What follows belongs to an exercise in optimizing a design on an open flow for small area and a short achievable clock period; a production flow would make more cautious choices. RTL that was checked went through simulation tests only; none was proved equivalent to the original. The RTL of runs 1 and 2 was laid out without a check of its function. No driver is modelled on the clock port, so clock power and skew are understated where the tree is cut down; a real chip needs a root buffer or a tree. Power and IR drop assume default switching activity.

File: design/flow/design.v
`default_nettype none
package probe_pkg;
	localparam int ADDR_W = 8;
	localparam int DATA_W = 8;
	localparam int DIV_W  = 24;
	localparam int SEL_W  = 8;
	localparam logic [ADDR_W-1:0] REG_PIN_SEL0  = 8'h00;
	localparam logic [ADDR_W-1:0] REG_DATA      = 8'h01;
	localparam logic [ADDR_W-1:0] REG_IDX_RESET = 8'h02;
	localparam logic [ADDR_W-1:0] REG_ARM       = 8'h03;
	localparam logic [ADDR_W-1:0] REG_PIN_SEL1  = 8'h04;
	localparam logic [ADDR_W-1:0] REG_DIV0      = 8'h05;
	localparam logic [ADDR_W-1:0] REG_DIV1      = 8'h08;
	localparam logic [ADDR_W-1:0] REG_DIV2      = 8'h09;
	localparam logic [ADDR_W-1:0] REG_READY     = 8'h0E;
endpackage
`default_nettype wire
`timescale 1ns/1ns
`default_nettype none
module capture_buffer (
	input  logic       mai,
	input  logic       voltage_idx_reset,
	input  logic       arm,
	input  logic       store,
	input  logic [7:0] byte0,
	input  logic [7:0] byte1,
	input  logic       idx_rst_e,
	input  logic       data_rd_e,
	output logic [7:0] rd_byte
);
	logic [7:0] phn;     
	logic [7:0] rq;      
	logic [7:0] wp;      
	logic [7:0] dq;      
	logic [7:0] pw;      
	logic       pend;
	logic [7:0] wb0, wb1;
	logic       write_now;
	logic [7:0] ring [256];
	logic [7:0] wd_lo, wd_hi;
	logic       match;
	logic [7:0] s1 [4];
	logic [7:0] s1_d [4];
	logic [1:0] gsel;
	logic       s1v;
	logic [7:0] rq_n;
	logic [15:0] tsel;    
	logic        al;      
	logic [15:0] hen;     
	assign write_now = pend && (wp[2:0] == 3'd6);
	assign rq_n = idx_rst_e ? phn : data_rd_e ? (rq + 8'd2) : (rq + 8'd1);
	assign wd_lo = wp[7] ? wb1 : wb0;
	assign wd_hi = wp[7] ? wb0 : wb1;
	assign match = pend && (dq[6:0] == 7'd0);
	always_ff @(posedge mai) begin
		if (voltage_idx_reset) begin
			phn  <= 8'd1;
			rq   <= '0;
			wp   <= '0;
			dq   <= '0;
			pw   <= 8'd1;
			pend <= 1'b0;
			s1v  <= 1'b0;
		end else begin
			phn <= phn + 8'd1;
			rq  <= rq_n;
			if (arm) begin
				wp   <= phn;
				pend <= 1'b0;
			end else begin
				wp <= write_now ? {wp[7:3] + 5'd1, 3'd0} : (wp + 8'd1);
				if (store) pend <= 1'b1;
				else if (write_now) pend <= 1'b0;
			end
			s1v <= al && !match;
			if (idx_rst_e && arm)
				dq <= '0;
			else if (idx_rst_e)
				dq <= pw - (write_now ? 8'd2 : 8'd1);
			else if (arm)
				dq <= dq - pw + (data_rd_e ? 8'd2 : 8'd1);
			else
				dq <= dq + {7'd0, data_rd_e} - {7'd0, write_now};
			pw <= arm ? 8'd1 : (pw - {7'd0, write_now});
		end
	end
	always_ff @(posedge mai) begin
		if (voltage_idx_reset) begin
			tsel <= 16'd1;
			al   <= 1'b0;
			hen  <= '0;
		end else begin
			if (idx_rst_e) begin
				tsel <= 16'd1 << phn[5:2];
				al   <= (phn[1:0] == 2'd3);
			end else if (data_rd_e) begin
				tsel <= rq[1] ? {tsel[14:0], tsel[15]} : tsel;
				al   <= (rq[1:0] == 2'd1);
			end else begin
				tsel <= (rq[1:0] == 2'd3) ? {tsel[14:0], tsel[15]} : tsel;
				al   <= (rq[1:0] == 2'd2);
			end
			hen  <= (!arm && (wp[2:0] == 3'd5) && (pend || store)) ? (16'd1 << wp[6:3]) : 16'd0;
		end
	end
	always_ff @(posedge mai) begin
		if (store) begin
			wb0 <= byte0;
			wb1 <= byte1;
		end
	end
	for (genvar p = 0; p < 256; p++) begin : g_ring
		if ((p % 8) == 7) begin : g_head
			always_ff @(posedge mai) begin
				if (hen[(p / 8) % 16])
					ring[p] <= (p >= 128) ? wd_hi : wd_lo;
				else
					ring[p] <= ring[(p + 255) % 256];
			end
		end else begin : g_plain
			always_ff @(posedge mai) begin
				ring[p] <= ring[(p + 255) % 256];
			end
		end
	end
	for (genvar g = 0; g < 4; g++) begin : g_s1
		always_comb begin
			s1_d[g] = '0;
			for (int k = 0; k < 16; k++)
				s1_d[g] = s1_d[g] | ({8{tsel[k]}} & ring[64 * g + 4 * k + 3]);
		end
		always_ff @(posedge mai) begin
			s1[g] <= s1_d[g];
		end
	end
	always_ff @(posedge mai) begin
		gsel <= rq[7:6];
	end
	always_ff @(posedge mai) begin
		if (match)
			rd_byte <= dq[7] ? wb1 : wb0;
		else if (s1v)
			rd_byte <= s1[gsel];
	end
endmodule
`default_nettype wire
`timescale 1ns/1ns
`default_nettype none
module pin_sampler (
	input  logic        mai,
	input  logic        voltage_idx_reset,
	input  logic [15:0] pin_oh0,
	input  logic [15:0] pin_oh1,
	input  logic [23:0] div,
	input  logic        arm,
	input  logic [15:0] probe_pins,
	output logic        store,
	output logic [7:0]  byte0,
	output logic [7:0]  byte1,
	output logic        ready
);
	logic        capturing;
	logic        ge;
	logic [23:0] c;
	logic [9:0]  k;
	logic [6:0]  sh0, sh1;
	logic        pin0, pin1;
	logic        tick;
	assign pin0 = |(pin_oh0 & probe_pins);
	assign pin1 = |(pin_oh1 & probe_pins);
	assign tick  = capturing && ge;
	assign store = tick && (k[2:0] == 3'd7);
	assign byte0 = {sh0, pin0};
	assign byte1 = {sh1, pin1};
	always_ff @(posedge mai) begin
		if (voltage_idx_reset) begin
			capturing <= 1'b0;
			ready     <= 1'b0;
			k         <= '0;
		end else if (arm) begin
			capturing <= 1'b1;
			ready     <= 1'b0;
			k         <= '0;
		end else if (tick) begin
			k <= k + 10'd1;
			if (k == 10'd1023) begin
				capturing <= 1'b0;
				ready     <= 1'b1;
			end
		end
	end
	always_ff @(posedge mai) begin
		if (arm || tick) begin
			c  <= 24'd1;
			ge <= (div == 24'd0);
		end else begin
			c  <= c + 24'd1;
			ge <= (c >= div);
		end
	end
	always_ff @(posedge mai) begin
		if (tick) begin
			sh0 <= {sh0[5:0], pin0};
			sh1 <= {sh1[5:0], pin1};
		end
	end
endmodule
`default_nettype wire
`timescale 1ns/1ns
`default_nettype none
import probe_pkg::*;
module probe_regs (
	input  logic        mai,
	input  logic        voltage_idx_reset,
	input  logic        req,
	input  logic [16:0] host_in,
	output logic        ack,
	output logic [7:0]  rdata,
	output logic [7:0]  pin_sel0,
	output logic [7:0]  pin_sel1,
	output logic [15:0] pin_oh0,
	output logic [15:0] pin_oh1,
	output logic [23:0] div,
	output logic        arm,
	output logic        idx_rst_e,
	output logic        data_rd_e,
	input  logic        ready,
	input  logic [7:0]  rd_byte
);
	logic       w1, w2, a, d;    
	logic       idle;
	logic [7:0] addr;
	logic       wr;
	logic [7:0] wdata;
	logic d_ps0, d_ps1, d_dv0, d_dv1, d_dv2, d_rdy, d_dat, d_idx, d_arm;
	logic f_ps0, f_ps1, f_dv0, f_dv1, f_dv2, f_rdy, f_dat, f_arm, f_idx, f_wr;
	assign addr  = host_in[16:9];
	assign wr    = host_in[8];
	assign wdata = host_in[7:0];
	logic [15:0] wdata_oh;
	assign wdata_oh = (wdata[7:4] == 4'd0) ? (16'd1 << wdata[3:0]) : 16'd0;
	assign idle  = !w1 && !w2 && !a && !d;
	assign d_ps0 = (addr == REG_PIN_SEL0);
	assign d_ps1 = (addr == REG_PIN_SEL1);
	assign d_dv0 = (addr == REG_DIV0);
	assign d_dv1 = (addr == REG_DIV1);
	assign d_dv2 = (addr == REG_DIV2);
	assign d_rdy = (addr == REG_READY);
	assign d_dat = (addr == REG_DATA);
	assign d_idx = (addr == REG_IDX_RESET);
	assign d_arm = (addr == REG_ARM);
	assign idx_rst_e = w1 && f_idx;
	assign data_rd_e = w1 && !f_wr && f_dat;
	assign arm       = w2 && f_arm;
	always_ff @(posedge mai) begin
		f_ps0 <= d_ps0;
		f_ps1 <= d_ps1;
		f_dv0 <= d_dv0;
		f_dv1 <= d_dv1;
		f_dv2 <= d_dv2;
		f_rdy <= d_rdy;
		f_dat <= d_dat;
		f_arm <= wr && d_arm;
		f_idx <= wr && d_idx;
		f_wr  <= wr;
	end
	always_ff @(posedge mai) begin
		if (voltage_idx_reset) begin
			w1  <= 1'b0;
			w2  <= 1'b0;
			a   <= 1'b0;
			d   <= 1'b0;
			ack <= 1'b0;
		end else begin
			w1  <= idle && req;
			w2  <= w1;
			a   <= w2 || (a && req);
			d   <= a && !req;
			ack <= w2 || a;
		end
	end
	always_ff @(posedge mai) begin
		if (voltage_idx_reset) begin
			pin_sel0 <= '0;
			pin_sel1 <= 8'd2;
			pin_oh0  <= 16'd1;
			pin_oh1  <= 16'd4;
			div      <= '0;
		end else begin
			if (w2 && f_wr && f_ps0) begin
				pin_sel0 <= wdata;
				pin_oh0  <= wdata_oh;
			end
			if (w2 && f_wr && f_ps1) begin
				pin_sel1 <= wdata;
				pin_oh1  <= wdata_oh;
			end
			if (w1 && f_wr && f_dv0) div[7:0]   <= wdata;
			if (w1 && f_wr && f_dv1) div[15:8]  <= wdata;
			if (w1 && f_wr && f_dv2) div[23:16] <= wdata;
		end
	end
	always_ff @(posedge mai) begin
		if (voltage_idx_reset) begin
			rdata <= '0;
		end else if (w2 && !f_wr) begin
			rdata <= ({8{f_ps0}} & pin_sel0)
			       | ({8{f_ps1}} & pin_sel1)
			       | ({8{f_dv0}} & div[7:0])
			       | ({8{f_dv1}} & div[15:8])
			       | ({8{f_dv2}} & div[23:16])
			       | ({8{f_rdy}} & {7'd0, ready})
			       | ({8{f_dat}} & rd_byte);
		end
	end
endmodule
`default_nettype wire
`timescale 1ns/1ns
`default_nettype none
module probe_top #(
	parameter int PROBE_WIDTH  = 16,
	parameter int SAMPLE_BYTES = 128
) (
	input  logic                   mai,
	input  logic                   voltage_idx_reset,
	input  logic                   req,
	input  logic [16:0]            host_in,
	output logic                   ack,
	output logic [7:0]             rdata,
	input  logic [PROBE_WIDTH-1:0] probe_pins
);
	logic [7:0]  pin_sel0, pin_sel1;
	logic [15:0] pin_oh0, pin_oh1;
	logic [23:0] div;
	logic        arm, idx_rst_e, data_rd_e;
	logic        ready;
	logic        store;
	logic [7:0]  byte0, byte1;
	logic [7:0]  rd_byte;
	probe_regs u_regs (
		.mai               (mai),
		.voltage_idx_reset (voltage_idx_reset),
		.req               (req),
		.host_in           (host_in),
		.ack               (ack),
		.rdata             (rdata),
		.pin_sel0          (pin_sel0),
		.pin_sel1          (pin_sel1),
		.pin_oh0           (pin_oh0),
		.pin_oh1           (pin_oh1),
		.div               (div),
		.arm               (arm),
		.idx_rst_e         (idx_rst_e),
		.data_rd_e         (data_rd_e),
		.ready             (ready),
		.rd_byte           (rd_byte)
	);
	pin_sampler u_sampler (
		.mai               (mai),
		.voltage_idx_reset (voltage_idx_reset),
		.pin_oh0           (pin_oh0),
		.pin_oh1           (pin_oh1),
		.div               (div),
		.arm               (arm),
		.probe_pins        (probe_pins),
		.store             (store),
		.byte0             (byte0),
		.byte1             (byte1),
		.ready             (ready)
	);
	capture_buffer u_buffer (
		.mai               (mai),
		.voltage_idx_reset (voltage_idx_reset),
		.arm               (arm),
		.store             (store),
		.byte0             (byte0),
		.byte1             (byte1),
		.idx_rst_e         (idx_rst_e),
		.data_rd_e         (data_rd_e),
		.rd_byte           (rd_byte)
	);
endmodule
`default_nettype wire
File: design/flow/flow/run.sh
#!/bin/bash
# The standard layout, except for the clock tree: after CTS, the clock
# port drives four root buffers, one per quarter of the die, and each of
# them drives the leaf clock buffers of its quarter directly (flow/retree.tcl
# replaces the H-tree's root and branch buffers and CTS's dummy loads).
# Every tool's output goes to a log file of its own in this folder.
set -euo pipefail
results=orfs/results/sky130hd/probe_top/base
OPENROAD=openroad
if [[ -x "$FLOW_HOME/../tools/install/OpenROAD/bin/openroad" ]]; then
  OPENROAD="$FLOW_HOME/../tools/install/OpenROAD/bin/openroad"
fi
bash standard.sh cts > standard_to_cts.log 2>&1
"$OPENROAD" -no_init -exit flow/retree_run.tcl > retree.log 2>&1
touch "$results/4_cts.sdc"
bash standard.sh finish > standard_finish.log 2>&1
File: design/flow/flow/retree.tcl
# Rebuild the clock tree of the placed, clock-tree-synthesised design: the
# clock port drives NROOT clkbuf_16, one per region of the die, and each of
# them drives the leaf clock buffers (those that drive flip-flops) of its
# region. The old root and branch buffers and the dummy loads are removed.
# Objects are kept by name: odb handles go stale when other objects are
# destroyed.
proc rt_loads {net} {
  set res {}
  foreach it [$net getITerms] { if {[$it isInputSignal]} { lappend res $it } }
  return $res
}
proc rt_kill {block iname} {
  # give every signal pin its own temporary net, then destroy the cell
  # (destroying a cell with an open output crashes this OpenROAD build)
  set inst [$block findInst $iname]
  set k 0
  set tnames {}
  foreach it [$inst getITerms] {
    if {[$it isInputSignal] || [$it isOutputSignal]} {
      if {[$it getNet] != "NULL"} { $it disconnect }
      set tn "rt_tmp_${iname}_$k"
      odb::dbNet_create $block $tn
      $it connect [$block findNet $tn]
      lappend tnames $tn
      incr k
    }
  }
  odb::dbInst_destroy [$block findInst $iname]
  foreach tn $tnames { odb::dbNet_destroy [$block findNet $tn] }
}
proc retree {nroot} {
  set block [ord::get_db_block]
  set clk [$block findNet mai]
  set level {}
  foreach it [rt_loads $clk] { lappend level [[$it getInst] getName] }
  set internal {}
  set leaves {}
  set dummies {}
  while {[llength $level] > 0} {
    set next {}
    foreach iname $level {
      set inst [$block findInst $iname]
      set xt "NULL"
      foreach it [$inst getITerms] { if {[$it isOutputSignal]} { set xt $it } }
      set out "NULL"
      if {$xt != "NULL"} { set out [$xt getNet] }
      if {$out == "NULL"} { lappend dummies $iname; continue }
      set isleaf 0
      set sub {}
      foreach it [rt_loads $out] {
        set li [$it getInst]
        set m [[$li getMaster] getName]
        if {[string match *clkbuf* $m] || [string match clkload* [$li getName]]} { lappend sub [$li getName] } else { set isleaf 1 }
      }
      if {$isleaf} { lappend leaves $iname } else { lappend internal $iname }
      lappend next {*}$sub
    }
    set level $next
  }
  set dummies [lsort -unique $dummies]
  puts "RETREE internal [llength $internal] leaves [llength $leaves] dummies [llength $dummies]"
  # split the leaves into nroot groups by position (halves in y, then x, ...)
  set pts {}
  foreach l $leaves {
    set b [[$block findInst $l] getBBox]
    lappend pts [list $l [expr {([$b xMin]+[$b xMax])/2}] [expr {([$b yMin]+[$b yMax])/2}]]
  }
  set groups [list $pts]
  set axis 1
  while {[llength $groups] < $nroot} {
    set ng {}
    foreach g $groups {
      set s [lsort -integer -index $axis $g]
      set h [expr {[llength $s]/2}]
      lappend ng [lrange $s 0 [expr {$h-1}]] [lrange $s $h end]
    }
    set groups $ng
    set axis [expr {3 - $axis}]
  }
  foreach d $dummies { rt_kill $block $d }
  # detach the leaves from the old branch nets, remove the old tree
  set master [[ord::get_db] findMaster sky130_fd_sc_hd__clkbuf_16]
  set i 0
  foreach g $groups {
    set sx 0; set sy 0
    foreach p $g { set sx [expr {$sx + [lindex $p 1]}]; set sy [expr {$sy + [lindex $p 2]}] }
    set cx [expr {$sx / [llength $g]}]; set cy [expr {$sy / [llength $g]}]
    odb::dbNet_create $block "clknet_root_$i"
    set net [$block findNet "clknet_root_$i"]
    $net setSigType CLOCK
    odb::dbInst_create $block $master "clkbuf_root_$i"
    set b [$block findInst "clkbuf_root_$i"]
    $b setLocation $cx $cy
    $b setPlacementStatus PLACED
    $b setSourceType TIMING
    [$b findITerm A] connect [$block findNet mai]
    [$b findITerm X] connect [$block findNet "clknet_root_$i"]
    foreach p $g {
      set a [[$block findInst [lindex $p 0]] findITerm A]
      $a disconnect
      $a connect [$block findNet "clknet_root_$i"]
    }
    incr i
  }
  foreach iname $internal {
    set inst [$block findInst $iname]
    set outname [[[$inst findITerm X] getNet] getName]
    rt_kill $block $iname
    set out [$block findNet $outname]
    if {$out != "NULL" && [llength [$out getITerms]] == 0 && [llength [$out getBTerms]] == 0} { odb::dbNet_destroy $out }
  }
}
File: design/flow/flow/retree_run.tcl
# Rebuild the CTS result's clock tree (see retree.tcl), legalise the new
# root buffers and write the design back as the CTS result.
set results orfs/results/sky130hd/probe_top/base
source flow/retree.tcl
read_db $results/4_cts.odb
retree 4
read_liberty $::env(FLOW_HOME)/platforms/sky130hd/lib/sky130_fd_sc_hd__tt_025C_1v80.lib
detailed_placement
check_placement -verbose
write_db $results/4_cts.odb
File: design/flow/standard.sh
#!/bin/bash
# synth_recipe.tcl (not shown) runs the flow's synth.tcl, then flattens the netlist and writes it again
# the make line also repeats each setting of config.mk as NAME=value (left out here)
make -C /OpenROAD-flow-scripts/flow DESIGN_CONFIG=/design/flow/config.mk WORK_HOME=/design/flow/orfs CLKGATE_MAP_FILE= SYNTH_SCRIPT=/design/flow/synth_recipe.tcl "${@:-finish}"
File: design/flow/config.mk
export PLATFORM = sky130hd
export DESIGN_NAME = probe_top
export DESIGN_NICKNAME = probe_top
export VERILOG_FILES = /design/flow/design.v
export SDC_FILE = /design/flow/constraint.sdc
export NUM_CORES = 4
export LEC_CHECK = 0
export CAP_MARGIN = 20
export CORE_MARGIN = 2
export CORE_UTILIZATION = 75
export CTS_CLUSTER_DIAMETER = 50
export CTS_CLUSTER_SIZE = 28
export PLACE_DENSITY = 0.85
export SETUP_SLACK_MARGIN = 2.0
export SLEW_MARGIN = 20
File: design/flow/constraint.sdc
create_clock -name core_clock -period 3.75 [get_ports {mai}]
set_input_delay 0.7500 -clock core_clock [delete_from_list [all_inputs] [get_ports {mai}]]
set_output_delay 0.7500 -clock core_clock [all_outputs]
set_load 0.01 [all_outputs]
==> impl_results.md, run 1 <==
- Max-Cap Viols: 0
- Core area: 77,300 um2
- Synthesized Nets: 4,388
- Netlist Area Pre-Place: 58,600 um2
- Post-Route WL: 155 mm
- Clk_skew: 0.0506 ns
- Max Slew Vio Count: 0
- Avg WL per Cell: 28.6 um
- Placed wire-length estimate: 77.5 mm
- Sequential cell fraction of total power: 64.2%
- Synth Area per Inst: 13.7 um2
- Total gr overflow: 0
- Worst path required time: 4.24 ns
- Cells after Synth: 4,279
- Tcrit/Tclk final: 67.6%
- Fin. Hold Viols: 0
- Remaining DRCs: 0
- Max Clk Rate: 394 MHz
- Switching part of the total power: 21.1%
- Async set-reset flop share out of synthesis: 0%
- Crit-path max FO: 3
- Clk sink count: 2,327
- Initial core utilization: 75.8%
- Fraction of layout cells with a size suffix above 1: 10.5%
- Setup slack after layout: 1.21 ns
- Multi-input gate area: 11,300 um2
- Post-layout minimum cycle time: 2.54 ns
- Combinational share of power: 2.5%
- Most common cell after layout, fill and taps aside: dfxtp_1
- Placed instance area: 60,100 um2
- Vias per std cell: 6.31
- Kind of critical path: flop to flop
- RSZ-0062 raised after global routing: true
- Number of DRC markers in iteration 0: 4,205
- Final net count: 4,482
- Top_reg_cell synth: dfxtp_1
- Critical Path AT: 3.03 ns
- Slew margin rel.: 16.0%
- Worst Tran Pin Value: 1.26 ns
- Max IR drop VDD: 0.000517 V
- Final ANT Viol Nets: 0
- First-pass iteration count of the detailed router: 10
- I/O Buffers: 44
- Area Growth Syn to Fin: 10.3%
- Std cell rows: 102
- FF-to-FF path depth: 10
- Final setup fails: 0
- Part of the power in the clock network: 33.2%
- Die W: 284 um
- Hold buffer count at CTS: 0
- Status: finished clean
- Most frequent cells in the layout: dfxtp_1 (2,208), nor2_1 (410), a21oi_1 (338)
- Sw power: 8.28 mW
- Number of global-route vias before repair: 35,200
- Initial antenna violation count: 3
- Pin count of the biggest net entering global routing: 86
- DR vias: 34,200
- Cell Int Power: 30.9 mW
- GRT Total Usage: 37.2%
- WHS Path Cells: 0
- Post-synth EDFFs: 38
- Total leakage power: 25.2 nW
- I/O Pins: 45
- Worst path cell trace: nand3b_4 > fa_2 > inv_2 > ha_4 > a211oi_4 > o21bai_1 > a21oi_1 > xnor2_1 > nand2_1 > a221oi_2
- Clock latency (worst-skew pair): 0.63 ns
- CP endpoint kind: flop
- Ys Warns: 6
- Crit-path max cell delay: 0.60 ns
- Storage element area: 47,200 um2
- Fill cells: 3,441
- DP Worst Slack: 1.01 ns
- Sequential area share after synthesis: 80.2%
- Worst-path clk slew: 0.09 ns
- HP Class: flop to flop
- Unique masters post-synth: 62
- CP max stage cell: fa_2
- Number of synthesized register bits: 2,327
- CP startpoint kind: flop
- RD Place Congestion: 0.874
- PD cells: 607 nW/um2
- Final instance area: 64,600 um2
- Die area: 80,400 um2
- Setup TNS Final: 0 ns
- Die Ht: 284 um
- First-pass GRT wire length: 223 mm
[through the flow]
step           power (mW)  cells  utilization, %  hold slack [ns]
2_1_floorplan        26.1   4279               -            0.310
3_3_place_gp         26.4   5215            77.7            0.309
3_5_place_dp         26.5   5215            77.7            0.312
4_1_cts              42.3   5499            84.7            0.312
5_1_grt              40.1   5410            83.5            0.308
6_report             39.2   5411            83.5            0.297
[kinds of logic (layout without fill, tap and decap cells)]
kind of cell / Yosys count / count (layout) / synth area share, %
muxes: 57 / 57 / 1.14
buffers and inverters: 263 / 353 / 1.73
AOI/OAI and AO/OA: 745 / 746 / 8.62
DFF: 2327 / 2327 / 80.2
and+or+nand+nor: 746 / 746 / 5.72
other: 0 / 1 / 0
xor gates and xnor gates: 68 / 68 / 1.02
adders and majority gates: 73 / 73 / 1.61
[cell usage after synthesis, types with 24 or more instances]
master / count / area share, %
a211oi_1: 24 / 0.31
a21oi_1: 342 / 2.9
a221oi_1: 145 / 2.2
a22o_1: 144 / 2.2
and3_1: 31 / 0.33
clkbuf_1: 188 / 1.2
dfxtp_1: 2289 / 78
edfxtp_1: 38 / 1.9
ha_1: 69 / 1.5
inv_1: 62 / 0.40
mux2i_1: 49 / 0.84
nand2_1: 99 / 0.63
nand3_1: 39 / 0.33
nand4_1: 45 / 0.48
nor2_1: 413 / 2.6
nor3_1: 47 / 0.40
o21ai_0: 27 / 0.23
xnor2_1: 37 / 0.55
xor2_1: 31 / 0.46
[sequential cells by signal, summed over array words and instances, names as in the netlist, 10 cells and up]
register	flops
u_buffer.s1	32
u_regs.div	24
u_buffer.hen	16
u_buffer.tsel	16
u_regs.pin_oh1	16
u_sampler.c	24
u_buffer.ring	2048
u_regs.pin_oh0	16
u_sampler.k	10
[power groups by stage]
stage,Clock (mW),Sequential (mW),Combinational [mW]
after floorplan,0,25.5,0.556
after global placement,0,25.7,0.703
after detailed placement,0,25.7,0.744
after CTS,16.2,25.1,0.874
after global routing,13.8,25.2,1.06
final,13.0,25.2,0.996
[worst paths after layout]
check                           to  slack (ns)                   from
max                 u_buffer.dq[5]        1.21            u_regs.f_wr
min          u_buffer.ring[153][4]        0.30  u_buffer.ring[152][4]
max reg2reg         u_buffer.dq[5]        1.21            u_regs.f_wr
min reg2reg  u_buffer.ring[153][4]        0.30  u_buffer.ring[152][4]
[what timing repair did]
| item | 4_1_cts | 5_1_grt |
|---|---|---|
| buffers inserted | 40 | 33 |
| pin swaps | 40 | 33 |
| endpoints found under the hold margin | 0 | 0 |
| endpoints found under the setup margin | 175 | 235 |
| gates cloned | 1 | 0 |
| gates resized for setup | 201 | 83 |
[metal layers]
metal  vias to the layer above  routed length, um  track usage, %
met3                       620              14300            6.58
met2                      2070              73800            61.9
li1                      14600                  -               -
met4                         2               8420            17.1
met5                         -                 15               0
met1                     16900              58200            48.0
[final cells by class]
| class | instances | share of cell area [%] |
|---|---|---|
| multi-input cells | 1690 | 17.4 |
| repair buffers | 170 | 2.49 |
| clock buffers | 121 | 4.69 |
| diodes | 1 | 0.00387 |
| flip-flops and latches | 2327 | 73.0 |
| inverters | 62 | 0.383 |
| well taps | 1040 | 2.01 |
[critical path, delay by kind of cell, from the launching register on]
family          cells  cell delay [ns]
compound gates      4             0.75
buf+inv             1             0.05
flops               1             0.35
fa+ha+maj           2             0.82
simple gates        2             0.30
xor+xnor            1             0.13
==> run 2, diff against run 1 <==
--- a/design/flow/config.mk
+++ b/design/flow/config.mk
@@ -7,9 +7,8 @@
 export LEC_CHECK = 0
 export CAP_MARGIN = 20
 export CORE_MARGIN = 2
-export CORE_UTILIZATION = 75
-export CTS_CLUSTER_DIAMETER = 50
-export CTS_CLUSTER_SIZE = 28
-export PLACE_DENSITY = 0.85
+export CORE_UTILIZATION = 70
+export CTS_CLUSTER_DIAMETER = 45
+export CTS_CLUSTER_SIZE = 30
 export SETUP_SLACK_MARGIN = 2.0
 export SLEW_MARGIN = 20
==> run 2 against run 1 <==
Effect of this change:
- still clean on timing, DRC and antenna
- cell area grew 0.15%
- clock power is essentially flat
- clock-buffer cell count grew 11
- via count down 8.5%
- synthesized cell count is the same
- cell count rose by 0.67%
- critical path depth grew 5
- maximum frequency grew 1.8%
- power rose by 0.49%
- critical endpoint is now u_buffer.dq[6]
==> impl_results.md, run 2 <==
- RR Startpoint: u_buffer.wp[0]
- Tcrit/Tclk final: 66.4%
- I/O Buffers: 44
- Final net count: 4,478
- Critical Path Start: u_buffer.wp[0]
- Initial core utilization: 70.3%
- Worst setup endpoint: u_buffer.dq[6]
- Post-Route WL: 131 mm
- Avg WL per Cell: 24.0 um
- FF-to-FF path depth: 15
- Post-synth top area cell: dfxtp_1
- Synthesized Nets: 4,388
- Slew margin rel.: 18.4%
- Largest register by flop count: u_buffer.ring
- Die area: 86,000 um2
- Remaining DRCs: 0
- Setup slack after layout: 1.26 ns
- Number of DRC markers in iteration 0: 2,548
- Vias per std cell: 5.74
- Max IR drop VDD: 0.000613 V
- Worst Tran Pin Value: 1.22 ns
- WHS: 0.275 ns
- Unique masters post-synth: 62
- DR vias: 31,300
- Most frequent cells in the layout: dfxtp_1 (2,210), nor2_1 (411), a21oi_1 (335)
- Die W: 293 um
- Post-synth top cells: dfxtp_1 (2,289), nor2_1 (413), a21oi_1 (342)
- Max-Cap Viols: 0
- Ys Warns: 6
- Post-synth EDFFs: 38
- Tot Pwr: 39.4 mW
- Core area: 83,300 um2
- Async set-reset flop share out of synthesis: 0%
- Critical Path AT: 2.96 ns
- Top Registers: u_buffer.ring: 2048 flops, u_buffer.s1: 32 flops
- Placed insts: 5,261
- Fin. Hold Viols: 0
- Final cell count without fillers: 5,447
- Top_reg_cell synth: dfxtp_1
- First-pass iteration count of the detailed router: 9
- Pin count of the biggest net entering global routing: 63
- Clk_skew: 0.0556 ns
- DP Worst Slack: 1.00 ns
- RD Place Congestion: 0.860
- Synth Area per Inst: 13.7 um2
- Status: finished clean
- RSZ-0062 raised after global routing: true
- Reg2reg end: u_buffer.dq[6]
- CP startpoint kind: flop
- Worst-path clk slew: 0.09 ns
- Max Slew Vio Count: 0
- Die Ht: 293 um
- Number of synthesized register bits: 2,327
- PD cells: 609 nW/um2
- Clk sink count: 2,327
- Placed instance area: 60,300 um2
- Crit-path max FO: 3
- GRT Total Usage: 30.0%
- Reg2Reg Setup Slack: 1.26 ns
- Netlist Area Pre-Place: 58,600 um2
- Final Util: 77.7%
- Sequential area share after synthesis: 80.2%
- Final instance area: 64,700 um2
- First-pass GRT wire length: 191 mm
- Fraction of layout cells with a size suffix above 1: 10.2%
- Hold buffer count at CTS: 0
- I/O Pins: 45
- Total gr overflow: 0
- HP Class: flop to flop
- Post-synth top area share: 78.2%
- Final setup fails: 0
- Max Clk Rate: 402 MHz
- Post-layout minimum cycle time: 2.49 ns
- CP endpoint kind: flop
- Final ANT Viol Nets: 0
- Flip-flop count of the largest register after layout: 2,048
- Most common cell after layout, fill and taps aside: dfxtp_1
- Placed wire-length estimate: 74.5 mm
- Count leader, synth: dfxtp_1
- Area Growth Syn to Fin: 10.4%
- Worst path required time: 4.22 ns
- Setup TNS Final: 0 ns
- Number of global-route vias before repair: 30,600
- Kind of critical path: flop to flop
- Cells after Synth: 4,279
- Initial antenna violation count: 3
- Std cell rows: 106
- Clock latency (worst-skew pair): 0.65 ns
- Largest cells by area after synthesis: dfxtp_1 (78%), a21oi_1 (2.9%), nor2_1 (2.6%)
- Total leakage power: 25.2 nW
## run 2: where the power goes
group / leakage, nW / switching (mW) / internal [mW] / total, mW
sequential: 18.8 / 0.289 / 24.9 / 25.2
clock: 1.63 / 7.21 / 6.10 / 13.3
combinational: 4.76 / 0.511 / 0.395 / 0.906
## run 2: worst min-delay path by stage
stage                               start               endpoint  cells past startpoint
finish              u_buffer.ring[112][0]  u_buffer.ring[113][0]                      0
global route        u_buffer.ring[112][0]  u_buffer.ring[113][0]                      0
CTS                 u_buffer.ring[112][0]  u_buffer.ring[113][0]                      0
detailed placement  u_buffer.ring[130][4]  u_buffer.ring[131][4]                      0
global placement    u_buffer.ring[228][4]  u_buffer.ring[229][4]                      0
floorplan           u_buffer.ring[100][0]  u_buffer.ring[101][0]                      0
## run 2: repair_timing
item / in CTS / in global routing
gates resized for setup: 170 / 83
cloned: 2 / 1
pin swaps: 32 / 57
endpoints found under the hold margin: 0 / 0
endpoints found under the setup margin: 156 / 129
buffers inserted: 29 / 21
## run 2: cell families after synthesis
kind of cell             share of synthesized area [%]
flip-flops                                        80.2
AND/OR/NAND/NOR                                   5.72
adder cells (fa/ha/maj)                           1.61
multiplexers                                      1.14
XOR/XNOR                                          1.02
buffers and inverters                             1.73
AO/OA/AOI/OAI                                     8.62
## run 2: critical path, stage by stage (launching register included)
cell,delay [ns]
dfxtp_4,0.35
inv_2,0.04
ha_4,0.16
nand3_4,0.07
clkinv_4,0.07
ha_4,0.26
inv_2,0.03
ha_4,0.15
inv_2,0.05
fa_2,0.22
nor2b_4,0.06
o221ai_4,0.17
a21oi_2,0.09
or3_1,0.35
a31oi_1,0.19
o22ai_1,0.10
## run 2: final cells by class
| cell class | instances | area [um2] |
|---|---|---|
| tap | 1080 | 1350 |
| inverter | 62 | 243 |
| sequential | 2327 | 47100 |
| antenna | 1 | 2.50 |
| fill | 5009 | 18600 |
| clock buffer | 132 | 3300 |
| multi-input combinational | 1689 | 11200 |
| timing repair buffer | 156 | 1450 |
## run 2: routing by layer
layer | track usage [%] | routed length, um | vias up
met5 | 0 | 23 | -
li1 | - | - | 14600
met3 | 5.05 | 8340 | 253
met1 | 42.7 | 58700 | 15500
met4 | 8.85 | 3780 | 4
met2 | 47.8 | 60100 | 931
==> run 3, diff against run 2 <==
--- a/design/flow/design.v
+++ b/design/flow/design.v
@@ -31,8 +31,6 @@
 	logic [7:0] phn;     
 	logic [7:0] rq;      
 	logic [7:0] wp;      
-	logic [7:0] dq;      
-	logic [7:0] pw;      
 	logic       pend;
 	logic [7:0] wb0, wb1;
 	logic       write_now;
@@ -51,14 +49,12 @@
 	assign rq_n = idx_rst_e ? phn : data_rd_e ? (rq + 8'd2) : (rq + 8'd1);
 	assign wd_lo = wp[7] ? wb1 : wb0;
 	assign wd_hi = wp[7] ? wb0 : wb1;
-	assign match = pend && (dq[6:0] == 7'd0);
+	assign match = pend && (rq[6:0] == wp[6:0]);
 	always_ff @(posedge mai) begin
 		if (voltage_idx_reset) begin
 			phn  <= 8'd1;
 			rq   <= '0;
 			wp   <= '0;
-			dq   <= '0;
-			pw   <= 8'd1;
 			pend <= 1'b0;
 			s1v  <= 1'b0;
 		end else begin
@@ -73,15 +69,6 @@
 				else if (write_now) pend <= 1'b0;
 			end
 			s1v <= al && !match;
-			if (idx_rst_e && arm)
-				dq <= '0;
-			else if (idx_rst_e)
-				dq <= pw - (write_now ? 8'd2 : 8'd1);
-			else if (arm)
-				dq <= dq - pw + (data_rd_e ? 8'd2 : 8'd1);
-			else
-				dq <= dq + {7'd0, data_rd_e} - {7'd0, write_now};
-			pw <= arm ? 8'd1 : (pw - {7'd0, write_now});
 		end
 	end
 	always_ff @(posedge mai) begin
@@ -138,7 +125,7 @@
 	end
 	always_ff @(posedge mai) begin
 		if (match)
-			rd_byte <= dq[7] ? wb1 : wb0;
+			rd_byte <= (rq[7] ^ wp[7]) ? wb1 : wb0;
 		else if (s1v)
 			rd_byte <= s1[gsel];
 	end
@@ -149,8 +136,8 @@
 module pin_sampler (
 	input  logic        mai,
 	input  logic        voltage_idx_reset,
-	input  logic [15:0] pin_oh0,
-	input  logic [15:0] pin_oh1,
+	input  logic [7:0]  pin_sel0,
+	input  logic [7:0]  pin_sel1,
 	input  logic [23:0] div,
 	input  logic        arm,
 	input  logic [15:0] probe_pins,
@@ -166,8 +153,8 @@
 	logic [6:0]  sh0, sh1;
 	logic        pin0, pin1;
 	logic        tick;
-	assign pin0 = |(pin_oh0 & probe_pins);
-	assign pin1 = |(pin_oh1 & probe_pins);
+	assign pin0 = (pin_sel0[7:4] == 4'd0) && probe_pins[pin_sel0[3:0]];
+	assign pin1 = (pin_sel1[7:4] == 4'd0) && probe_pins[pin_sel1[3:0]];
 	assign tick  = capturing && ge;
 	assign store = tick && (k[2:0] == 3'd7);
 	assign byte0 = {sh0, pin0};
@@ -218,8 +205,6 @@
 	output logic [7:0]  rdata,
 	output logic [7:0]  pin_sel0,
 	output logic [7:0]  pin_sel1,
-	output logic [15:0] pin_oh0,
-	output logic [15:0] pin_oh1,
 	output logic [23:0] div,
 	output logic        arm,
 	output logic        idx_rst_e,
@@ -237,8 +222,6 @@
 	assign addr  = host_in[16:9];
 	assign wr    = host_in[8];
 	assign wdata = host_in[7:0];
-	logic [15:0] wdata_oh;
-	assign wdata_oh = (wdata[7:4] == 4'd0) ? (16'd1 << wdata[3:0]) : 16'd0;
 	assign idle  = !w1 && !w2 && !a && !d;
 	assign d_ps0 = (addr == REG_PIN_SEL0);
 	assign d_ps1 = (addr == REG_PIN_SEL1);
@@ -283,18 +266,10 @@
 		if (voltage_idx_reset) begin
 			pin_sel0 <= '0;
 			pin_sel1 <= 8'd2;
-			pin_oh0  <= 16'd1;
-			pin_oh1  <= 16'd4;
 			div      <= '0;
 		end else begin
-			if (w2 && f_wr && f_ps0) begin
-				pin_sel0 <= wdata;
-				pin_oh0  <= wdata_oh;
-			end
-			if (w2 && f_wr && f_ps1) begin
-				pin_sel1 <= wdata;
-				pin_oh1  <= wdata_oh;
-			end
+			if (w2 && f_wr && f_ps0) pin_sel0 <= wdata;
+			if (w2 && f_wr && f_ps1) pin_sel1 <= wdata;
 			if (w1 && f_wr && f_dv0) div[7:0]   <= wdata;
 			if (w1 && f_wr && f_dv1) div[15:8]  <= wdata;
 			if (w1 && f_wr && f_dv2) div[23:16] <= wdata;
@@ -330,7 +305,6 @@
 	input  logic [PROBE_WIDTH-1:0] probe_pins
 );
 	logic [7:0]  pin_sel0, pin_sel1;
-	logic [15:0] pin_oh0, pin_oh1;
 	logic [23:0] div;
 	logic        arm, idx_rst_e, data_rd_e;
 	logic        ready;
@@ -346,8 +320,6 @@
 		.rdata             (rdata),
 		.pin_sel0          (pin_sel0),
 		.pin_sel1          (pin_sel1),
-		.pin_oh0           (pin_oh0),
-		.pin_oh1           (pin_oh1),
 		.div               (div),
 		.arm               (arm),
 		.idx_rst_e         (idx_rst_e),
@@ -358,8 +330,8 @@
 	pin_sampler u_sampler (
 		.mai               (mai),
 		.voltage_idx_reset (voltage_idx_reset),
-		.pin_oh0           (pin_oh0),
-		.pin_oh1           (pin_oh1),
+		.pin_sel0          (pin_sel0),
+		.pin_sel1          (pin_sel1),
 		.div               (div),
 		.arm               (arm),
 		.probe_pins        (probe_pins),
--- a/design/flow/config.mk
+++ b/design/flow/config.mk
@@ -7,8 +7,9 @@
 export LEC_CHECK = 0
 export CAP_MARGIN = 20
 export CORE_MARGIN = 2
-export CORE_UTILIZATION = 70
-export CTS_CLUSTER_DIAMETER = 45
-export CTS_CLUSTER_SIZE = 30
+export CORE_UTILIZATION = 75
+export CTS_CLUSTER_DIAMETER = 50
+export CTS_CLUSTER_SIZE = 28
+export PLACE_DENSITY = 0.85
 export SETUP_SLACK_MARGIN = 2.0
 export SLEW_MARGIN = 20
==> run 3 against run 2 <==
Effect of this change:
- non-clock buffer count shrank 35
- maximum frequency grew 37%
- clock-buffer cell count shrank 15
- synthesized area shrank 4.3%
- critical path depth shrank 14
- highest routed layer is now met4
==> impl_results.md, run 3 <==
- Final Util: 82.4%
- Total leakage power: 24.1 nW
- Wire length on met1: 53.4 mm
- Critical path's top delay family: flip-flops
- Total gr overflow: 0
- Max IR drop VDD: 0.000568 V
- Async set-reset flop share out of synthesis: 0%
- Setup TNS Final: 0 ns
- Synthesized Nets: 4,005
- Worst path required time: 3.00 ns
- Crit-path max cell delay: 0.33 ns
- Vias per std cell: 6.22
- Part of the power in the clock network: 33.1%
- Switching part of the total power: 20.6%
- First-pass GRT wire length: 201 mm
- I/O Pins: 45
- Pin count of the biggest net entering global routing: 96
- Worst-path clk slew: 0.10 ns
- Number of global-route vias before repair: 31,800
- RD Place Congestion: 0.876
- Largest register by flop count: u_buffer.ring
- Std cell rows: 100
- Clk_skew: 0.0738 ns
- Top sig layer: met4
- Slew margin rel.: 16.7%
- Critical Path AT: 1.06 ns
- Clk sink count: 2,279
- Die area: 76,900 um2
- Most common cell after layout, fill and taps aside: dfxtp_1
- Fraction of layout cells with a size suffix above 1: 8.57%
- CP startpoint kind: flop
- Kind of critical path: flop to output port
- GRT Total Usage: 35.3%
- Max Slew Vio Count: 0
- Final setup fails: 0
- RSZ-0062 raised after global routing: true
- Tot Pwr: 37.9 mW
- Core area: 74,200 um2
- Multi-input gate area: 9490 um2
- First-pass iteration count of the detailed router: 7
- Post-synth top area share: 80.0%
- Worst Tran Pin Value: 1.25 ns
- Max Clk Rate: 552 MHz
- Fin. Hold Viols: 0
- Die Ht: 277 um
- Post-synth top area cell: dfxtp_1
- Synth Area per Inst: 14.3 um2
- Remaining DRCs: 0
- Largest cells by area after synthesis: dfxtp_1 (80%), a21oi_1 (2.6%), nor2_1 (2.5%)
- Initial core utilization: 75.5%
- Sequential cell fraction of total power: 64.9%
- Cells after Synth: 3,928
- DR vias: 30,900
- Ys Warns: 6
- Top_reg_cell synth: dfxtp_1
- Buf/Inv on CP: 1
- Fill cells: 3,344
- Placed instance area: 57,400 um2
- Post-layout minimum cycle time: 1.81 ns
- Die W: 277 um
- Cell Int Power: 30.1 mW
- Flip-flop count of the largest register after layout: 2,048
- Initial antenna violation count: 2
- Routed length on met3: 12.9 mm
- Count leader, synth: dfxtp_1
- Max-Cap Viols: 0
- Tcrit/Tclk final: 48.3%
- Final ANT Viol Nets: 0
- Sequential area share after synthesis: 82.1%
- I/O Buffers: 44
- Worst path cell trace: buf_6
- Post-synth EDFFs: 38
- Final cell count without fillers: 4,963
- Clock latency (worst-skew pair): 0.63 ns
- Most frequent cells in the layout: dfxtp_1 (2,175), nor2_1 (370), a21oi_1 (285)
- Final instance area: 61,100 um2
- Number of DRC markers in iteration 0: 3,521
- Combinational share of power: 1.9%
- Met2 Routed Length: 66.0 mm
- Crit-path max FO: 1
- Placed wire-length estimate: 70.8 mm
- Unique masters post-synth: 54
- Placed insts: 4,807
- Hold buffer count at CTS: 0
- Post-Route WL: 140 mm
- Final net count: 4,072
- Netlist Area Pre-Place: 56,100 um2
- Storage element area: 46,200 um2
- CP endpoint kind: output port
- HP Class: flop to flop
- Top Registers: u_buffer.ring: 2048 flops, u_buffer.s1: 32 flops
- PD cells: 620 nW/um2
- Sw power: 7.82 mW
- Area Growth Syn to Fin: 9.04%
- CP max stage cell: dfxtp_2
- Post-synth top cells: dfxtp_1 (2,241), nor2_1 (371), a21oi_1 (286)
- Avg WL per Cell: 28.1 um
- Number of synthesized register bits: 2,279
- Status: finished clean
==> run 3: path summary, 6_finish.rpt <==
check / startpoint / endpoint / slack (ns) / depth (start not counted)
worst max-delay path: u_regs.ack / ack / 1.94 / 1
worst min-delay path: u_buffer.ring[186][4] / u_buffer.ring[187][4] / 0.28 / 0
worst max register to register: u_regs.pin_sel1[0] / u_buffer.wb1[0] / 1.95 / 3
worst min register to register: u_buffer.ring[186][4] / u_buffer.ring[187][4] / 0.28 / 0
==> run 3: worst register-to-register path, cell delays in order, from the launching register on <==
cell,delay (ns)
dfxtp_4,0.41
mux4_2,0.51
mux4_2,0.48
and2_4,0.15
==> run 3: final cells by class <==
cell class                 instances  area share, %
antenna                            2        0.00819
inverter                          41          0.258
tap                              969           1.98
sequential                      2279           75.5
timing repair buffer             121           1.93
clock buffer                     117           4.79
multi-input combinational       1434           15.5
==> run 3: logic make-up (layout without fill, tap and decap cells) <==
family,Yosys count,count (layout),synth area share [%]
other,0,2,0
adder cells (fa/ha/maj),41,41,0.915
buffers and inverters,217,279,1.50
flip-flops,2279,2279,82.1
multiplexers,77,77,1.78
XOR/XNOR,48,48,0.763
AND/OR/NAND/NOR,614,616,4.93
AO/OA/AOI/OAI,652,652,8.04
==> run 3: power by group through the flow <==
stage	registers, mW	clock network (mW)	logic [mW]
3_5_place_dp	25.2	0	0.620
2_1_floorplan	25.0	0	0.459
4_1_cts	24.6	16.0	0.665
5_1_grt	24.6	13.3	0.803
3_3_place_gp	25.2	0	0.590
6_report	24.6	12.6	0.738
==> run 3: stage by stage <==
step	hold WS [ns]	setup WS (ns)
after floorplan	0.310	1.71
after global placement	0.310	1.23
after detailed placement	0.312	1.20
after CTS	0.308	1.77
after global routing	0.284	1.92
final	0.278	1.94
==> run 3: layer usage <==
layer | up-vias | global-route usage (%)
li1 | 13400 | -
met1 | 15400 | 46.0
met2 | 1653 | 57.7
met3 | 493 | 7.12
met4 | 0 | 15.7
met5 | - | 0
==> run 3: timing repair <==
action                                  in CTS  in global routing
buffers inserted                            12                 21
pin swaps                                    6                 12
cloned                                       4                  0
endpoints found under the setup margin     255                168
gates resized for setup                    117                 71
==> run 4, diff against run 3 <==
--- a/design/flow/flow/retree.tcl
+++ b/design/flow/flow/retree.tcl
@@ -110,3 +110,74 @@
     if {$out != "NULL" && [llength [$out getITerms]] == 0 && [llength [$out getBTerms]] == 0} { odb::dbNet_destroy $out }
   }
 }
+
+# Split every leaf clock buffer whose flip-flop clock pins see a slew above
+# max_slew (ns, from placement parasitics): a new clkbuf_16 on the same root
+# net takes the half of its sinks on one side. Needs liberty, SDC and
+# propagated clocks loaded.
+proc rt_split_slow_leaves {max_slew} {
+  set block [ord::get_db_block]
+  estimate_parasitics -placement
+  set slow {}
+  foreach inst [$block getInsts] {
+    set m [[$inst getMaster] getName]
+    if {![string match *clkbuf* $m]} { continue }
+    set out [[$inst findITerm X] getNet]
+    if {$out == "NULL"} { continue }
+    set worst 0
+    set sinks {}
+    foreach it [$out getITerms] {
+      if {![$it isInputSignal]} { continue }
+      set li [$it getInst]
+      if {[string match *clkbuf* [[$li getMaster] getName]]} { set sinks {}; break }
+      set pin [get_pins "[$li getName]/[[$it getMTerm] getName]"]
+      set s [get_property $pin slew_max_rise]
+      if {$s > $worst} { set worst $s }
+      lappend sinks [$li getName]
+    }
+    if {[llength $sinks] > 1 && $worst > $max_slew} { lappend slow [list [$inst getName] $sinks $worst] }
+  }
+  set master [[ord::get_db] findMaster sky130_fd_sc_hd__clkbuf_16]
+  set k 0
+  foreach s $slow {
+    lassign $s lname sinks worst
+    set leaf [$block findInst $lname]
+    set innet [[$leaf findITerm A] getNet]
+    set pts {}
+    foreach sn $sinks {
+      set b [[$block findInst $sn] getBBox]
+      lappend pts [list $sn [expr {([$b xMin]+[$b xMax])/2}] [expr {([$b yMin]+[$b yMax])/2}]]
+    }
+    set lb [$leaf getBBox]
+    set xs [lsort -integer [lmap p $pts {lindex $p 1}]]
+    set ys [lsort -integer [lmap p $pts {lindex $p 2}]]
+    set axis [expr {([lindex $xs end] - [lindex $xs 0]) >= ([lindex $ys end] - [lindex $ys 0]) ? 1 : 2}]
+    set pts [lsort -integer -index $axis $pts]
+    set half [lrange $pts [expr {[llength $pts]/2}] end]
+    set sx 0; set sy 0
+    foreach p $half { set sx [expr {$sx + [lindex $p 1]}]; set sy [expr {$sy + [lindex $p 2]}] }
+    set nn "clknet_split_$k"
+    odb::dbNet_create $block $nn
+    [$block findNet $nn] setSigType CLOCK
+    odb::dbInst_create $block $master "clkbuf_split_$k"
+    set b [$block findInst "clkbuf_split_$k"]
+    $b setLocation [expr {$sx / [llength $half]}] [expr {$sy / [llength $half]}]
+    $b setPlacementStatus PLACED
+    $b setSourceType TIMING
+    [$b findITerm A] connect $innet
+    [$b findITerm X] connect [$block findNet $nn]
+    foreach p $half {
+      set sn [lindex $p 0]
+      foreach it [[$block findInst $sn] getITerms] {
+        if {[$it getNet] != "NULL" && [[$it getNet] getName] == [[[$leaf findITerm X] getNet] getName] && [$it isInputSignal]} {
+          $it disconnect
+          $it connect [$block findNet $nn]
+        }
+      }
+    }
+    puts "RETREE split $lname ([llength $sinks] sinks, slew [format %.3f $worst]) into clkbuf_split_$k"
+    incr k
+  }
+  puts "RETREE split [llength $slow] leaves"
+  return [llength $slow]
+}
==> design/flow/flow/retree_run.tcl (replaced) <==
# Rebuild the CTS result's clock tree (see retree.tcl), split any leaf clock
# buffer whose clock pins see too slow a slew, legalise the new buffers and
# write the design back as the CTS result.
set results orfs/results/sky130hd/probe_top/base
source flow/retree.tcl
read_db $results/4_cts.odb
retree 4
read_liberty $::env(FLOW_HOME)/platforms/sky130hd/lib/sky130_fd_sc_hd__tt_025C_1v80.lib
read_sdc $results/4_cts.sdc
source $::env(FLOW_HOME)/platforms/sky130hd/setRC.tcl
set_propagated_clock [all_clocks]
rt_split_slow_leaves 0.112
detailed_placement
check_placement -verbose
estimate_parasitics -placement
report_clock_latency
write_db $results/4_cts.odb
--- a/design/flow/config.mk
+++ b/design/flow/config.mk
@@ -8,8 +8,8 @@
 export CAP_MARGIN = 20
 export CORE_MARGIN = 2
 export CORE_UTILIZATION = 75
-export CTS_CLUSTER_DIAMETER = 50
-export CTS_CLUSTER_SIZE = 28
+export CTS_CLUSTER_DIAMETER = 60
+export CTS_CLUSTER_SIZE = 30
 export PLACE_DENSITY = 0.85
 export SETUP_SLACK_MARGIN = 2.0
 export SLEW_MARGIN = 20
==> run 4 against run 3 <==
Effect of this change:
- still clean
- highest routed layer is now met5
- clock skew shrank 0.011 ns
- maximum frequency shrank 3.5%
- routed wire length is 7.4% lower
- largest cell class unchanged
- clock power is 13% lower
- worst hold slack better by 0.019 ns
- clock-buffer cell count decreased by 27
- setup slack worse by 0.066 ns
- non-clock buffer count down 15
- critical path depth grew 2
- register-to-register slack lost 0.08 ns
- cell count decreased by 0.85%
==> impl_results.md, run 4 <==
- Status: finished clean
- Number of DRC markers in iteration 0: 3,260
- Final ANT Viol Nets: 0
- Std cell rows: 100
- Synth Area per Inst: 14.3 um2
- Netlist Area Pre-Place: 56,100 um2
- Final setup fails: 0
- Worst Tran Pin Value: 1.21 ns
- PD cells: 603 nW/um2
- Async set-reset flop share out of synthesis: 0%
- Setup TNS Final: 0 ns
- Die Ht: 277 um
- Worst path cell trace: xnor2_2 > mux2i_1 > o21ai_0
- DR vias: 30,000
- CP max stage cell: xnor2_2
- Crit-path max FO: 10
- Initial core utilization: 75.5%
- Die area: 76,900 um2
- Clk sink count: 2,279
- Post-Route WL: 129 mm
- Critical path's top delay family: XOR/XNOR gates
- Post-synth top area cell: dfxtp_1
- Placed wire-length estimate: 70.8 mm
- Clock latency (worst-skew pair): 0.59 ns
- Post-layout minimum cycle time: 1.88 ns
- Post-synth top area share: 80.0%
- Critical Path AT: 2.18 ns
- Top_reg_cell synth: dfxtp_1
- Count leader, synth: dfxtp_1
- Clk_skew: 0.0624 ns
- CP endpoint kind: flop
- Slew margin rel.: 19.5%
- Top Registers: u_buffer.ring: 2048 flops, u_buffer.s1: 32 flops
- Fin. Hold Viols: 0
- Setup slack after layout: 1.87 ns
- Die W: 277 um
- Worst-path clk slew: 0.11 ns
- Total leakage power: 23.7 nW
- CP startpoint kind: flop
- Final net count: 4,030
- Cells after Synth: 3,928
- Largest register by flop count: u_buffer.ring
- Unique masters post-synth: 54
- Pin count of the biggest net entering global routing: 96
- RD Place Congestion: 0.876
- Most frequent cells in the layout: dfxtp_1 (2,177), nor2_1 (370), a21oi_1 (285)
- Flip-flop count of the largest register after layout: 2,048
- Remaining DRCs: 0
- Kind of critical path: flop to flop
- Number of global-route vias before repair: 30,300
- Total gr overflow: 0
- Most common cell after layout, fill and taps aside: dfxtp_1
- Number of synthesized register bits: 2,279
- Avg WL per Cell: 26.3 um
- HP Class: flop to flop
- GRT Total Usage: 32.7%
- RSZ-0062 raised after global routing: true
- First-pass GRT wire length: 188 mm
- Area Growth Syn to Fin: 7.44%
- Post-synth EDFFs: 38
- Initial antenna violation count: 2
- Core area: 74,200 um2
- Buf/Inv on CP: 0
- Worst path required time: 4.05 ns
- Crit-path max cell delay: 0.70 ns
- Max Clk Rate: 533 MHz
- Largest cells by area after synthesis: dfxtp_1 (80%), a21oi_1 (2.6%), nor2_1 (2.5%)
- Max Slew Vio Count: 0
- Tcrit/Tclk final: 50.1%
- Max IR drop VDD: 0.000533 V
- First-pass iteration count of the detailed router: 9
- DP Worst Slack: 1.20 ns
- I/O Pins: 45
- Vias per std cell: 6.10
- Ys Warns: 6
- I/O Buffers: 44
- Post-synth top cells: dfxtp_1 (2,241), nor2_1 (371), a21oi_1 (286)
- Max-Cap Viols: 0
- Synthesized Nets: 4,005
- Final Util: 81.2%
- Sequential area share after synthesis: 82.1%
- WHS: 0.297 ns
- Fraction of layout cells with a size suffix above 1: 7.29%
- Tot Pwr: 36.3 mW
[run 4: through the flow]
step / cell area [um2] / instances
2_1_floorplan: 56100 / 3928
3_3_place_gp: 57400 / 4807
3_5_place_dp: 57400 / 4807
4_1_cts: 60500 / 4957
5_1_grt: 60200 / 4919
6_report: 60200 / 4921
[run 4: worst register-to-register path: cells and delay by family (launching register included)]
kind | cells | cell delay [ns]
XOR/XNOR | 1 | 0.70
flip-flops | 1 | 0.41
multiplexers | 1 | 0.37
AO/OA/AOI/OAI | 1 | 0.17
[run 4: worst paths after layout]
| kind | from | endpoint | slack (ns) | depth (start not counted) |
|---|---|---|---|---|
| worst max-delay path | u_buffer.wp[7] | u_buffer.rd_byte[3] | 1.87 | 3 |
| worst min-delay path | u_buffer.ring[201][7] | u_buffer.ring[202][7] | 0.30 | 0 |
| worst max register to register | u_buffer.wp[7] | u_buffer.rd_byte[3] | 1.87 | 3 |
| worst min register to register | u_buffer.ring[201][7] | u_buffer.ring[202][7] | 0.30 | 0 |
[run 4: layer usage]
metal  share of wire, %  vias to the layer above  wire (um)  GRT usage, %
met4                5.4                        2       6970          15.0
met5              0.011                        -         14             0
met3                8.3                      433      10700          5.23
met1                 40                    14800      51600          44.2
met2                 46                     1451      59900          52.7
li1                   -                    13300          -             -
[run 4: layout make-up]
| class | count | area, um2 |
|---|---|---|
| antenna | 2 | 5.00 |
| sequential | 2279 | 46100 |
| multi-input combinational | 1434 | 9410 |
| tap | 969 | 1210 |
| inverter | 41 | 158 |
| timing repair buffer | 106 | 1050 |
| clock buffer | 90 | 2250 |
| fill | 3580 | 14000 |
[run 4: logic make-up (layout without fill, tap and decap cells)]
kind of cell	count (synthesis)	in the layout	synth area share [%]
AND/OR/NAND/NOR	614	616	4.93
adder cells (fa/ha/maj)	41	41	0.915
flip-flops	2279	2279	82.1
XOR/XNOR	48	48	0.763
buffers and inverters	217	237	1.50
AO/OA/AOI/OAI	652	652	8.04
multiplexers	77	77	1.78
other	0	2	0
[run 4: timing repair]
item,CTS,global route
endpoints found under the setup margin,254,91
hold buffers,0,0
hold endpoints to repair,0,0
buffers inserted,9,11
pin swaps,3,7
gates resized for setup,116,50
gates cloned,2,0
[run 4: power by group]
part | internal [mW] | switching (mW) | leakage [nW] | total, mW
clock network | 4.25 | 6.75 | 1.11 | 11.0
logic | 0.300 | 0.410 | 4.17 | 0.710
registers | 24.4 | 0.263 | 18.4 | 24.6
==> run 5, diff against run 4 <==
--- a/design/flow/config.mk
+++ b/design/flow/config.mk
@@ -8,8 +8,8 @@
 export CAP_MARGIN = 20
 export CORE_MARGIN = 2
 export CORE_UTILIZATION = 75
-export CTS_CLUSTER_DIAMETER = 60
-export CTS_CLUSTER_SIZE = 30
+export CTS_CLUSTER_DIAMETER = 50
+export CTS_CLUSTER_SIZE = 28
 export PLACE_DENSITY = 0.85
-export SETUP_SLACK_MARGIN = 2.0
+export SETUP_SLACK_MARGIN = 1.95
 export SLEW_MARGIN = 20
==> run 5 against run 4 <==
Effect of this change:
- still clean
- global-route usage rose by 1.7 points
- sequential share of layout area is 0.75 points lower
- synthesized area unchanged
==> impl_results.md, run 5 <==
- Final cell count without fillers: 4,944
- Post-synthesis compound-gate area fraction: 8.04%
- Tot Pwr: 37.8 mW
- Post-Synth Simple-Gate Area: 4.93%
- Critical Path AT: 2.29 ns
- Max Clk Rate: 543 MHz
- Async set-reset flop share out of synthesis: 0%
- RSZ-0062 raised after global routing: true
- Count leader, synth: dfxtp_1
- Final Util: 81.9%
- Die area: 76,900 um2
- Total leakage power: 24.0 nW
- Post-synth top area share: 80.0%
- Largest family of logic cells by synthesized area: compound AO/OA/AOI/OAI gates
- Critical path's top delay family: compound AO/OA/AOI/OAI gates
- Buf/Inv on CP: 1
- Vias per std cell: 6.17
- Flip-flop count of the largest register after layout: 2,048
- Post-Route WL: 134 mm
- Tcrit/Tclk final: 49.1%
- Fin. Hold Viols: 0
- RD Place Congestion: 0.876
- Std cell rows: 100
- Setup slack after layout: 1.91 ns
- CP startpoint kind: flop
- Post-synth top cells: dfxtp_1 (2,241), nor2_1 (371), a21oi_1 (286)
- DR vias: 30,500
- Hold buffer count at CTS: 0
- Number of DRC markers in iteration 0: 3,457
- Worst-path clk slew: 0.10 ns
- Placed wire-length estimate: 70.8 mm
- Crit-path max FO: 24
- Area Growth Syn to Fin: 8.46%
- Synth Area per Inst: 14.3 um2
- Post-synthesis mux area share: 1.78%
- Number of global-route vias before repair: 31,400
- PD cells: 621 nW/um2
- Largest register by flop count: u_buffer.ring
- Core area: 74,200 um2
- Worst Tran Pin Value: 1.21 ns
- Pin count of the biggest net entering global routing: 96
- Worst path required time: 4.20 ns
- Ys Warns: 6
- I/O Buffers: 44
- Die W: 277 um
- Final ANT Viol Nets: 0
- Worst path cell trace: buf_4 > a22o_1 > a221oi_1 > nand4_1
- First-pass GRT wire length: 197 mm
- DP Worst Slack: 1.20 ns
- Total gr overflow: 0
- CP endpoint kind: flop
- Clock latency (worst-skew pair): 0.62 ns
- Slew margin rel.: 19.3%
- Reg2Reg Setup Slack: 1.91 ns
- I/O Pins: 45
- Remaining DRCs: 0
- Post-synth top area cell: dfxtp_1
- Post-synthesis adder-cell area fraction: 0.915%
- Clk sink count: 2,279
- XOR/XNOR Fraction of Synth Area: 0.763%
- Initial antenna violation count: 3
- Unique masters post-synth: 54
- Post-synth EDFFs: 38
- Post-layout minimum cycle time: 1.84 ns
- Cells after Synth: 3,928
- Setup TNS Final: 0 ns
- Top Registers: u_buffer.ring: 2048 flops, u_buffer.s1: 32 flops
- Initial core utilization: 75.5%
- Clk_skew: 0.0592 ns
- CP max stage cell: dfxtp_4
- Top_reg_cell synth: dfxtp_1
- Fraction of layout cells with a size suffix above 1: 7.57%
- HP Class: flop to flop
- GRT Total Usage: 34.4%
- Sequential area share after synthesis: 82.1%
- Netlist Area Pre-Place: 56,100 um2
- Number of synthesized register bits: 2,279
- Most frequent cells in the layout: dfxtp_1 (2,183), nor2_1 (370), a21oi_1 (285)
- Status: finished clean
- Placed insts: 4,807
- Max IR drop VDD: 0.000570 V
- Kind of critical path: flop to flop
- Final instance area: 60,800 um2
- Max Slew Vio Count: 0
- Placed instance area: 57,400 um2
- Synthesized Nets: 4,005
- Max-Cap Viols: 0
- First-pass iteration count of the detailed router: 7
- Final setup fails: 0
- WHS: 0.289 ns
- Avg WL per Cell: 27.1 um
- Largest cells by area after synthesis: dfxtp_1 (80%), a21oi_1 (2.6%), nor2_1 (2.5%)
- Crit-path max cell delay: 0.55 ns
- Die Ht: 277 um
- Final net count: 4,054
- Most common cell after layout, fill and taps aside: dfxtp_1
-- run 5: layout make-up --
cell class | count | area [um2]
Sequential cell | 2279 | 46100
Fill cell | 3410 | 13400
Multi-Input combinational cell | 1434 | 9400
Clock buffer | 117 | 2930
Tap cell | 969 | 1210
Timing Repair Buffer | 103 | 975
Inverter | 41 | 158
Antenna cell | 1 | 2.50
-- run 5: repair_timing --
action,CTS,global route
resized for setup,99,53
pin swaps,3,2
cloned,2,2
setup buffers,8,7
setup endpoints to repair,209,77
-- run 5: metal layers --
layer / part of all wire, % / vias up / GRT usage, %
met1: 39 / 15100 / 45.5
li1: - / 13300 / -
met3: 8.4 / 430 / 6.26
met2: 48 / 1587 / 56.6
met5: 0.0097 / - / 0
met4: 4.5 / 2 / 14.1
-- run 5: worst paths after layout --
path | endpoint | depth (start not counted) | start
max reg2reg | u_buffer.s1[0][1] | 4 | u_buffer.tsel[11]
max | u_buffer.s1[0][1] | 4 | u_buffer.tsel[11]
min | u_buffer.ring[187][4] | 0 | u_buffer.ring[186][4]
min reg2reg | u_buffer.ring[187][4] | 0 | u_buffer.ring[186][4]
-- run 5: report_power, final --
| part | total [mW] | internal (mW) | switching (mW) |
|---|---|---|---|
| clock network | 12.5 | 5.44 | 7.04 |
| logic | 0.676 | 0.290 | 0.386 |
| registers | 24.6 | 24.3 | 0.278 |
-- run 5: cell families (layout without fill, tap and decap cells) --
group / after synthesis / count (layout)
buffers and inverters: 217 / 261
other: 0 / 1
adder cells (fa/ha/maj): 41 / 41
AO/OA/AOI/OAI: 652 / 652
multiplexers: 77 / 77
AND/OR/NAND/NOR: 614 / 616
XOR/XNOR: 48 / 48
flip-flops: 2279 / 2279

what the ideal ports hide:
The results above use ideal ports. As a check the final layouts listed here were re-extracted and re-timed, cells and wires unchanged. Step 1 sets driving cells, clkbuf_16 on the clock port and buf_2 on the other inputs (assumed; they add their load-dependent delay and slew). Step 2 adds t to the input delays and takes it off the output delays; t is the mean of the earliest and latest rising clock arrival at the registers after step 1. Input paths then give back, and output paths get back, about the clock's delay inside the block. Three values: ideal ports, drivers, drivers and shift; two values: the first two.
| run | t (ns) | setup WS [ns] | latest minus earliest clock arrival (ns) | worst slew at a driven data input, ns |
|---|---|---|---|---|
| run 1 | 0.748 | 1.215 / 1.215 / 1.215 | 0.076 / 0.075 | 0.05 |
| run 2 | 0.774 | 1.261 / 1.260 / 1.260 | 0.065 / 0.065 | 0.05 |
| run 3 | 0.738 | 1.939 / 1.792 / 1.404 | 0.074 / 0.074 | 0.06 |
| run 4 | 0.692 | 1.873 / 1.822 / 1.394 | 0.068 / 0.068 | 0.06 |
| run 5 | 0.735 | 1.908 / 1.791 / 1.411 | 0.062 / 0.062 | 0.06 |
After both steps every run listed still meets setup and hold. The setup slack of run 3, which loses most, moves by -0.147 ns with the drivers and by -0.535 ns with both steps.
